From an optimization exercise on the open Yosys and OpenROAD flow, aimed at small area and a short achievable clock period; shortcuts taken in it are not production practice.
Only the layout flow was run in this run; the RTL was not checked for function there.
Power and IR drop assume default switching activity.

--- flow/flow/run.sh ---
#!/bin/bash
# Standard layout, with every port buffered by the smallest buffer
# (sky130_fd_sc_hd__buf_1); the resizer still upsizes them where timing needs it.
set -euo pipefail
bash standard.sh "BUFFER_PORTS_ARGS=-buffer_cell sky130_fd_sc_hd__buf_1" finish > standard.log 2>&1
--- flow/standard.sh ---
#!/bin/bash
# synth_recipe.tcl (not shown) runs the flow's synth.tcl, then flattens the netlist and writes it again
# the make line also repeats each setting of config.mk as NAME=value (left out here)
make -C /OpenROAD-flow-scripts/flow DESIGN_CONFIG=/design/flow/config.mk WORK_HOME=/design/flow/orfs CLKGATE_MAP_FILE= SYNTH_SCRIPT=/design/flow/synth_recipe.tcl "${@:-finish}"
--- flow/config.mk ---
export PLATFORM = sky130hd
export DESIGN_NAME = vector_sequencer
export DESIGN_NICKNAME = vector_sequencer
export VERILOG_FILES = /design/flow/design.v
export SDC_FILE = /design/flow/constraint.sdc
export NUM_CORES = 4
export LEC_CHECK = 0
export CAP_MARGIN = 20
export CORE_MARGIN = 2
export CORE_UTILIZATION = 65
export CTS_CLUSTER_DIAMETER = 300
export CTS_CLUSTER_SIZE = 25
export SETUP_SLACK_MARGIN = 2.2
export SLEW_MARGIN = 20
export SYNTH_HIERARCHICAL = 1
export SYNTH_MINIMUM_KEEP_SIZE = 0
--- flow/constraint.sdc ---
create_clock -name core_clock -period 5.0 [get_ports {clk_i}]
set_input_delay 1.0000 -clock core_clock [delete_from_list [all_inputs] [get_ports {clk_i}]]
set_output_delay 1.0000 -clock core_clock [all_outputs]
set_load 0.01 [all_outputs]
--- flow/design.v ---
package seq_pkg;
  typedef logic [$clog2(8)-1:0] vid_t;
  typedef logic [$clog2(32)-1:0] vreg_t;
  typedef logic [8-1:0] vmask_t;
  typedef enum logic [3:0] {
    VADD,
    VSUB,
    VAND,
    VMUL,
    VMACC,
    VLE,
    VSE
  } op_e;
  typedef enum logic [1:0] {
    UNIT_ALU   = 2'd0,
    UNIT_MUL   = 2'd1,
    UNIT_LOAD  = 2'd2,
    UNIT_STORE = 2'd3
  } unit_e;
  typedef enum logic {
    IDLE,
    WAIT
  } seq_state_e;
  typedef struct packed {
    op_e   op;
    vreg_t vd;
    vreg_t vs1;
    vreg_t vs2;
    logic  use_vd;
    logic  use_vs1;
    logic  use_vs2;
    logic  vm;
  } seq_req_t;
  typedef struct packed {
    vid_t   id;
    op_e    op;
    unit_e  unit;
    vreg_t  vd;
    vreg_t  vs1;
    vreg_t  vs2;
    logic   vm;
    vmask_t hazard;
  } unit_req_t;
  typedef struct packed {
    logic error;
  } seq_resp_t;
  typedef struct packed {
    vmask_t store;
    vmask_t load;
    vmask_t mul;
    vmask_t alu;
  } unit_done_t;
  function automatic unit_e unit_of(op_e op);
    case (op)
      4'd3, 4'd4: unit_of = unit_e'(2'd1);
      4'd5:       unit_of = unit_e'(2'd2);
      4'd6:       unit_of = unit_e'(2'd3);
      default:    unit_of = unit_e'(2'd0);
    endcase
  endfunction
endpackage
module state_next (
  input  logic [7:0] running_i,
  input  logic [7:0] free_oh_i,
  input  logic [3:0] th0_i,
  input  logic [3:0] th1_i,
  input  logic [1:0] th2_i,
  input  logic [1:0] th3_i,
  input  logic       wait_i,
  input  logic [31:0] unit_done_i,
  input  logic       addrgen_ack_i,
  input  logic [2:0] op_i,
  input  logic       issue_i,
  output logic [7:0] running_o,
  output logic [3:0] th0_o,
  output logic [3:0] th1_o,
  output logic [1:0] th2_o,
  output logic [1:0] th3_o,
  output logic       wait_o,
  output logic [3:0] block_o
);
  logic [7:0] done_any, stay;
  logic [3:0] down, sel;
  logic       no_done, all_run, one_free;
  logic [3:0] th0_0, th0_1, th1_0, th1_1;
  logic [1:0] th2_0, th2_1, th3_0, th3_1;
  logic       wait_0, full_0, full_1;
  logic [3:0] top_0, top_1;
  logic [1:0] unit_i;
  assign unit_i[1] = op_i[2] & (op_i[1] | op_i[0]);
  assign unit_i[0] = (~op_i[2] & op_i[1] & op_i[0]) | (op_i[2] & ~op_i[0]);
  assign done_any = unit_done_i[7:0] | unit_done_i[15:8] |
                    unit_done_i[23:16] | unit_done_i[31:24];
  assign down[0]  = |unit_done_i[7:0];
  assign down[1]  = |unit_done_i[15:8];
  assign down[2]  = |unit_done_i[23:16];
  assign down[3]  = |unit_done_i[31:24];
  assign stay     = running_i & ~done_any;
  assign no_done  = ~|(running_i & done_any);
  assign all_run  = &running_i;
  assign one_free = &(running_i | free_oh_i);
  assign sel      = 4'b0001 << unit_i;
  assign running_o = stay | ({8{issue_i}} & free_oh_i);
  function automatic logic [3:0] th4_next(logic [3:0] t, logic u, logic d);
    th4_next = (u & ~d) ? {t[2:0], 1'b1} : (d & ~u) ? {1'b0, t[3:1]} : t;
  endfunction
  function automatic logic [1:0] th2_next(logic [1:0] t, logic u, logic d);
    th2_next = (u & ~d) ? {t[0], 1'b1} : (d & ~u) ? {1'b0, t[1]} : t;
  endfunction
  assign th0_0 = th4_next(th0_i, 1'b0, down[0]);
  assign th1_0 = th4_next(th1_i, 1'b0, down[1]);
  assign th2_0 = th2_next(th2_i, 1'b0, down[2]);
  assign th3_0 = th2_next(th3_i, 1'b0, down[3]);
  assign th0_1 = th4_next(th0_i, sel[0], down[0]);
  assign th1_1 = th4_next(th1_i, sel[1], down[1]);
  assign th2_1 = th2_next(th2_i, sel[2], down[2]);
  assign th3_1 = th2_next(th3_i, sel[3], down[3]);
  assign th0_o = issue_i ? th0_1 : th0_0;
  assign th1_o = issue_i ? th1_1 : th1_0;
  assign th2_o = issue_i ? th2_1 : th2_0;
  assign th3_o = issue_i ? th3_1 : th3_0;
  assign wait_0 = wait_i & ~addrgen_ack_i;
  assign wait_o = issue_i ? unit_i[1] : wait_0;
  assign full_0 = no_done & all_run;
  assign full_1 = no_done & (all_run | one_free);
  assign top_0 = {th3_0[1], th2_0[1], th1_0[3], th0_0[3]};
  assign top_1 = {th3_1[1], th2_1[1], th1_1[3], th0_1[3]};
  assign block_o = issue_i ? ({4{unit_i[1] | full_1}} | top_1)
                           : ({4{wait_0 | full_0}} | top_0);
endmodule
module issue_ctl (
  input  logic [2:0] op_i,
  input  logic       req_valid_i,
  input  logic       unit_req_ready_i,
  input  logic       valid_i,
  input  logic [3:0] block_i,
  output logic       held_o,
  output logic       issue_o
);
  logic [1:0] unit;
  assign unit[1] = op_i[2] & (op_i[1] | op_i[0]);
  assign unit[0] = (~op_i[2] & op_i[1] & op_i[0]) | (op_i[2] & ~op_i[0]);
  assign held_o  = valid_i & ~unit_req_ready_i;
  assign issue_o = req_valid_i & ~held_o & ~block_i[unit];
endmodule
module ready_ctl (
  input  logic [2:0] op_i,
  input  logic       req_valid_i,
  input  logic       unit_req_ready_i,
  input  logic       addrgen_ack_i,
  input  logic       wait_i,
  input  logic       valid_i,
  input  logic [1:0] block_i,
  output logic       req_ready_o,
  output logic       resp_valid_o
);
  logic is_alu, is_mul, held;
  assign is_alu = ~op_i[2] & ~(op_i[1] & op_i[0]);
  assign is_mul = (~op_i[2] & op_i[1] & op_i[0]) | (op_i[2] & ~op_i[1] & ~op_i[0]);
  assign held   = valid_i & ~unit_req_ready_i;
  assign req_ready_o  = (wait_i & addrgen_ack_i) |
                        (~held & (req_valid_i ? ((is_alu & ~block_i[0]) | (is_mul & ~block_i[1]))
                                              : ~wait_i));
  assign resp_valid_o = wait_i & addrgen_ack_i;
endmodule
module vector_sequencer (
  input  logic                clk_i,
  input  logic                rst_ni,
  input  logic [22:0]         req_i,
  input  logic                req_valid_i,
  output logic                req_ready_o,
  output logic                resp_o,
  output logic                resp_valid_o,
  output logic                idle_o,
  output logic [32:0]         unit_req_o,
  output logic                unit_req_valid_o,
  input  logic                unit_req_ready_i,
  input  logic [31:0]         unit_done_i,
  input  logic                addrgen_ack_i,
  input  logic                addrgen_error_i
);
  localparam int N = 8;
  logic [3:0] op;
  logic [4:0] vd, vs1, vs2;
  logic       use_vd, use_vs1, use_vs2, vm;
  assign op      = req_i[22:19];
  assign vd      = req_i[18:14];
  assign vs1     = req_i[13:9];
  assign vs2     = req_i[8:4];
  assign use_vd  = req_i[3];
  assign use_vs1 = req_i[2];
  assign use_vs2 = req_i[1];
  assign vm      = req_i[0];
  logic [N-1:0] running_q;
  logic [N-1:0] free_oh;
  logic [2:0]   next_id;
  always_comb begin
    for (int i = 0; i < N; i++) begin
      free_oh[i] = ~running_q[i];
      for (int j = 0; j < i; j++) free_oh[i] = free_oh[i] & running_q[j];
    end
  end
  assign next_id[0] = free_oh[1] | free_oh[3] | free_oh[5] | free_oh[7];
  assign next_id[1] = free_oh[2] | free_oh[3] | free_oh[6] | free_oh[7];
  assign next_id[2] = free_oh[4] | free_oh[5] | free_oh[6] | free_oh[7];
  logic [3:0] th0_q, th1_q, th0_d, th1_d;
  logic [1:0] th2_q, th3_q, th2_d, th3_d;
  logic [3:0]   block_q, block_d;
  logic         wait_q, wait_d;
  logic [N-1:0] running_d;
  logic         held;
  logic         issue;
  issue_ctl i_issue (
    .op_i             (op[2:0]),
    .req_valid_i      (req_valid_i),
    .unit_req_ready_i (unit_req_ready_i),
    .valid_i          (unit_req_valid_o),
    .block_i          (block_q),
    .held_o           (held),
    .issue_o          (issue)
  );
  ready_ctl i_ready (
    .op_i             (op[2:0]),
    .req_valid_i      (req_valid_i),
    .unit_req_ready_i (unit_req_ready_i),
    .addrgen_ack_i    (addrgen_ack_i),
    .wait_i           (wait_q),
    .valid_i          (unit_req_valid_o),
    .block_i          (block_q[1:0]),
    .req_ready_o      (req_ready_o),
    .resp_valid_o     (resp_valid_o)
  );
  assign resp_o       = addrgen_error_i;
  state_next i_next (
    .running_i     (running_q),
    .free_oh_i     (free_oh),
    .th0_i         (th0_q),
    .th1_i         (th1_q),
    .th2_i         (th2_q),
    .th3_i         (th3_q),
    .wait_i        (wait_q),
    .unit_done_i   (unit_done_i),
    .addrgen_ack_i (addrgen_ack_i),
    .op_i          (op[2:0]),
    .issue_i       (issue),
    .running_o     (running_d),
    .th0_o         (th0_d),
    .th1_o         (th1_d),
    .th2_o         (th2_d),
    .th3_o         (th3_d),
    .wait_o        (wait_d),
    .block_o       (block_d)
  );
  assign idle_o = ~|running_q;
  always_ff @(posedge clk_i or negedge rst_ni) begin
    if (!rst_ni) begin
      running_q        <= '0;
      wait_q           <= 1'b0;
      unit_req_valid_o <= 1'b0;
      block_q          <= '0;
      th0_q            <= '0;
      th1_q            <= '0;
      th2_q            <= '0;
      th3_q            <= '0;
    end else begin
      running_q        <= running_d;
      wait_q           <= wait_d;
      unit_req_valid_o <= issue | held;
      block_q          <= block_d;
      th0_q            <= th0_d;
      th1_q            <= th1_d;
      th2_q            <= th2_d;
      th3_q            <= th3_d;
    end
  end
  logic [N-1:0][4:0] wreg_q, rreg1_q, rreg2_q;
  logic [N-1:0]      wflag_q, rflag1_q, rflag2_q, rflag0_q;
  logic [N-1:0]      hazard;
  logic vs1_z, vs2_z, vd_z, rd_v0;
  assign vs1_z = (vs1 == 5'd0);
  assign vs2_z = (vs2 == 5'd0);
  assign vd_z  = (vd == 5'd0);
  assign rd_v0 = (use_vs1 & vs1_z) | (use_vs2 & vs2_z) | ~vm;
  for (genvar i = 0; i < N; i++) begin : gen_id
    logic w_vs1, w_vs2, w_vd, w_z;
    logic r1_vs1, r1_vs2, r1_vd, r1_z;
    logic r2_vs1, r2_vs2, r2_vd, r2_z;
    logic w_hit, r_hit;
    logic w_kill, r1_kill, r2_kill, r0_kill;
    assign w_vs1  = (wreg_q[i] == vs1);
    assign w_vs2  = (wreg_q[i] == vs2);
    assign w_vd   = (wreg_q[i] == vd);
    assign w_z    = (wreg_q[i] == 5'd0);
    assign r1_vs1 = (rreg1_q[i] == vs1);
    assign r1_vs2 = (rreg1_q[i] == vs2);
    assign r1_vd  = (rreg1_q[i] == vd);
    assign r1_z   = (rreg1_q[i] == 5'd0);
    assign r2_vs1 = (rreg2_q[i] == vs1);
    assign r2_vs2 = (rreg2_q[i] == vs2);
    assign r2_vd  = (rreg2_q[i] == vd);
    assign r2_z   = (rreg2_q[i] == 5'd0);
    assign w_hit = wflag_q[i] & ((use_vs1 & w_vs1) | (use_vs2 & w_vs2) |
                                 (~vm & w_z) | (use_vd & w_vd));
    assign r_hit = use_vd & ((rflag1_q[i] & r1_vd) | (rflag2_q[i] & r2_vd) |
                             (rflag0_q[i] & vd_z));
    assign hazard[i] = running_q[i] & (w_hit | r_hit);
    assign w_kill  = issue & use_vd & w_vd;
    assign r1_kill = issue & ((use_vs1 & r1_vs1) | (use_vs2 & r1_vs2) | (~vm & r1_z));
    assign r2_kill = issue & ((use_vs1 & r2_vs1) | (use_vs2 & r2_vs2) | (~vm & r2_z));
    assign r0_kill = issue & rd_v0;
    always_ff @(posedge clk_i) begin
      if (!running_q[i]) begin
        wreg_q[i]   <= vd;
        rreg1_q[i]  <= vs1;
        rreg2_q[i]  <= vs2;
        wflag_q[i]  <= use_vd;
        rflag1_q[i] <= use_vs1;
        rflag2_q[i] <= use_vs2;
        rflag0_q[i] <= ~vm;
      end else begin
        wflag_q[i]  <= wflag_q[i] & ~w_kill;
        rflag1_q[i] <= rflag1_q[i] & ~r1_kill;
        rflag2_q[i] <= rflag2_q[i] & ~r2_kill;
        rflag0_q[i] <= rflag0_q[i] & ~r0_kill;
      end
    end
  end
  logic [2:0]  id_q;
  logic [2:0]  op_q;
  logic [15:0] regs_q;
  logic [7:0]  hazard_q;
  always_ff @(posedge clk_i) begin
    if (!held) begin
      id_q     <= next_id;
      op_q     <= op[2:0];
      regs_q   <= {vd, vs1, vs2, vm};
      hazard_q <= hazard;
    end
  end
  logic [1:0] unit_q;
  assign unit_q[1] = op_q[2] & (op_q[1] | op_q[0]);
  assign unit_q[0] = (~op_q[2] & op_q[1] & op_q[0]) | (op_q[2] & ~op_q[0]);
  assign unit_req_o = {id_q, 1'b0, op_q, unit_q, regs_q, hazard_q};
endmodule
==> summary.md <==
| Metric | Value |
|---|---|
| Fraction of layout cells with a size suffix above 1 | 9.12% |
| GRT Util Overall | 32.1% |
| Switching power | 1120 µW |
| PD cells | 291 nW/µm² |
| Area Overhead vs Synth | 8.16% |
| Sw Ratio | 29.0% |
| Crit path cell chain | buf_12, nor4bb_4, o311ai_2, o311ai_2, buf_2 |
| FP Rows | 50 |
| Critical path data arrival time | 1870 ps |
| Worst rel slew slack | 30.8% |
| Crit Path Max Fanout | 2 |
| Starting Density | 66.2% |
| CTS root buf | clkbuf_16 |
| Die width | 142 µm |
| Vias | 9,315 |
| Cell with the most instances on the worst path | o311ai_2 |
| Top FF cell, synth | edfxtp_1 |
| Post-route setup slack | 2130 ps |
| Fin util | 71.6% |
| Status | no timing/DRC/antenna violations |
| Leading area contributor after synthesis | edfxtp_1 |
| Avg Inst Size Synth | 11.1 µm² |
| Filler cells | 1,403 |
| Most frequent cell after synthesis | xor2_1 |
| Register area share after synthesis | 46.9% |
| Pint | 2760 µW |
| Ant diodes | 0 |
| WP data required | 4000 ps |
| Leak Pwr | 0.00483 µW |
| # nets final | 1,250 |
| Clk buf depth | 3 |
| Final Setup Violations | 0 |
| GP Congestion | 0.858 |
| DRC viols | 0 |
| Die Area | 20,100 µm² |
| Clk network pwr share | 27.6% |
| Max_cap viols | 0 |
| Commonest cells in the netlist | xor2_1 (297), edfxtp_1 (150), nor4_1 (79) |
| Final hold violations | 0 |
| Clock-pin slew on the worst setup and hold paths | 110 ps |
| CP peak stage delay | 310 ps |
| Total CTS buffers | 12 |
| H-tree Lvls | 1 |
| Ys async rst share | 12.5% |
| CP Buf/Inv Count | 2 |
| Synth top area share | 36.5% |
| Post-Syn Instances | 1,114 |
| Critical path class | in -> out |
| Die Span Y | 142 µm |
| Slew Limit Fails | 0 |
| RSZ-0062 raised after global routing | true |
| Fin area | 13,400 µm² |
| Number of buffers added on ports | 94 |
| Dpl ws | 1670 ps |
| CTS tree | built |
| Placed Area | 12,800 µm² |
| First-pass GRT wire length | 50,000 µm |
| Tmin final | 2870 ps |
| WL/cell | 22.8 µm |
| Seq pwr share | 55.2% |
| Min-delay worst type | reg -> reg |
| Dpl hpwl | 19,900 µm |
| Worst-skew pair later-pin latency | 490 ps |
| Measured slew at the worst slew-check pin | 1040 ps |
| Clk sink count | 208 |
| Synth area leaders | edfxtp_1 (36%), xor2_1 (21%), dfrtp_1 (5.3%) |
| Worst Clk Skew | 39.9 ps |
| Initial antenna violation count | 0 |
| Maximum number of pins on one net before global-route repair | 35 |
| Num ports | 99 |
| Combinational Power Share | 17.2% |
| TritonRoute pass-1 iters | 5 |
| Net Count, Synth | 1,175 |
| EDFF count, synth | 150 |
| Critical path's slowest cell | o311ai_2 |
| Maximum VDD drop | 456 µV |
| Core area | 18,600 µm² |
| Post-Route WL | 32,500 µm |
| Synth warn | 8 |
| Fmax | 0.348 GHz |
| Critical Path Source Type | input port |
| Post-synth cell types | 52 |
| Via density per instance | 6.52 |
| GRT Residual Overflow | 0 |
| Crit. End Element | output pin |
| Overall Power | 3880 µW |
| Post-synthesis register bit count | 208 |
| Final ANT Viol Nets | 0 |
| Setup TNS | 0 ps |
| Number of global-route vias before repair | 9,069 |
| CP delay by family, top | compound AO/OA/AOI/OAI gates |
| DRT iter0 DRCs | 763 |
| Part of the cycle the worst path needs | 57.4% |
| Mapped cell area | 12,300 µm² |
==> cell type report <==
class,instances,area [µm²],area share (%)
Clock buffer,19,348,2.61
Multi-Input combinational cell,814,6080,45.5
Timing Repair Buffer,131,694,5.20
Sequential cell,208,5800,43.5
Clock inverter,1,20.0,0.150
Inverter,22,113,0.843
Tap cell,234,293,2.19
==> modules after synthesis, one instance, submodules excluded <==
module	flops+latches	cells inside	times used	area (µm²)
vector_sequencer	208	982	1	11500
state_next	0	108	1	702
issue_ctl	0	11	1	83.8
ready_ctl	0	13	1	72.6
==> power by group through the flow <==
stage	clock (µW)	sequential, µW	combinational [µW]
6_report	1070	2140	668
3_5_place_dp	0	2170	643
4_1_cts	1080	2130	657
3_3_place_gp	0	2170	628
5_1_grt	1130	2160	726
2_1_floorplan	0	2150	456
==> flip-flops by register name, indices dropped and copies added, names as in the netlist, 4 cells and up <==
signal	flops
regs_q	16
block_q	4
rreg2_q	40
wflag_q	8
hazard_q	8
rflag2_q	8
running_q	8
rflag1_q	8
th1_q	4
th0_q	4
rflag0_q	8
rreg1_q	40
wreg_q	40
==> worst reg2reg max path: cells and delay by family, from the launching register on <==
family	cells	cell delay, ps
AOI/OAI and AO/OA	4	590
buffers and inverters	2	460
and+or+nand+nor	2	830
DFF	1	600
==> routing by layer <==
metal	vias up	global-route usage [%]	wire, µm
met5	-	0	0
li1	4191	-	-
met4	0	8.58	801
met3	62	3.71	2270
met2	399	54.1	15400
met1	4663	44.6	14100
==> path summary, 6_finish.rpt <==
path | startpoint | endpoint | slack (ps) | cells past startpoint
min in group asynchronous | rst_ni | th0_q[1]$_DFF_PN0_ | 480 | 2
setup / recovery | req_i[19] | req_ready_o | 2130 | 5
hold / removal | rflag0_q[3]$_DFF_P_ | rflag0_q[3]$_DFF_P_ | 470 | 2
hold reg to reg | rflag0_q[3]$_DFF_P_ | rflag0_q[3]$_DFF_P_ | 470 | 2
max in group asynchronous | rst_ni | running_q[4]$_DFF_PN0_ | 4240 | 2
setup reg to reg | running_q[6]$_DFF_PN0_ | block_q[2]$_DFF_PN0_ | 2450 | 8
==> kinds of logic after synthesis <==
kind of cell    count (synthesis)  synth area share [%]
xor+xnor                      364                  25.9
simple gates                  314                  14.4
flops                         208                  46.9
compound gates                118                  6.97
buf+inv                        92                  4.33
mux                            17                  1.38
other cells                     1                0.0304
==> per-stage QoR <==
stage          hold WS [ps]  instances
2_1_floorplan           445       1114
4_1_cts                 473       1429
3_3_place_gp            454       1397
6_report                472       1429
3_5_place_dp            457       1397
5_1_grt                 499       1429
==> cell usage in the layout (no fill, tap or decap), types with 18 or more instances in the layout <==
| cell type | instances |
|---|---|
| a31oi_1 | 27 |
| buf_1 | 72 |
| buf_4 | 37 |
| clkbuf_2 | 18 |
| dfrtp_1 | 19 |
| dfxtp_1 | 32 |
| edfxtp_1 | 150 |
| nand2_1 | 43 |
| nand3_1 | 65 |
| nor2_1 | 35 |
| nor3_1 | 19 |
| nor4_1 | 78 |
| o22ai_1 | 24 |
| or4_1 | 24 |
| xnor2_1 | 65 |
| xor2_1 | 297 |
==> what timing repair did <==
item	4_1_cts	5_1_grt
pin swaps	3	2
hold buffers	0	0
setup endpoints to repair	11	1
buffers inserted	12	0
resized for setup	29	8
hold endpoints to repair	0	0

==> re-timing with driven ports <==
The results above use ideal ports. As a check the final layout listed here was re-extracted and re-timed, cells and wires unchanged.
Step 1 (the two cells are an assumption about what drives the block):
set clk [get_ports {clk_i}]
set_driving_cell -lib_cell sky130_fd_sc_hd__clkbuf_16 $clk
set_driving_cell -lib_cell sky130_fd_sc_hd__buf_2 [delete_from_list [all_inputs] $clk]
Step 2 adds t to the input delays and takes it off the output delays; t is the mean of the earliest and latest rising clock arrival at the registers after step 1. Input paths then give back, and output paths get back, about the clock's delay inside the block.
a / b / c = ideal ports / drivers / drivers and shift; a / b = the first two.
t (ns): 0.517
slack for setup (ns): 2.128 / 2.079 / 1.743
worst setup path after step 2: input to register
clock arrival spread, ns: 0.042 / 0.042
slew at the worst register clock pin (ns): 0.11 / 0.11
After both steps this run still meets setup and hold. For this run, drivers alone change the setup slack by -0.049 ns; drivers and shift together by -0.385 ns.
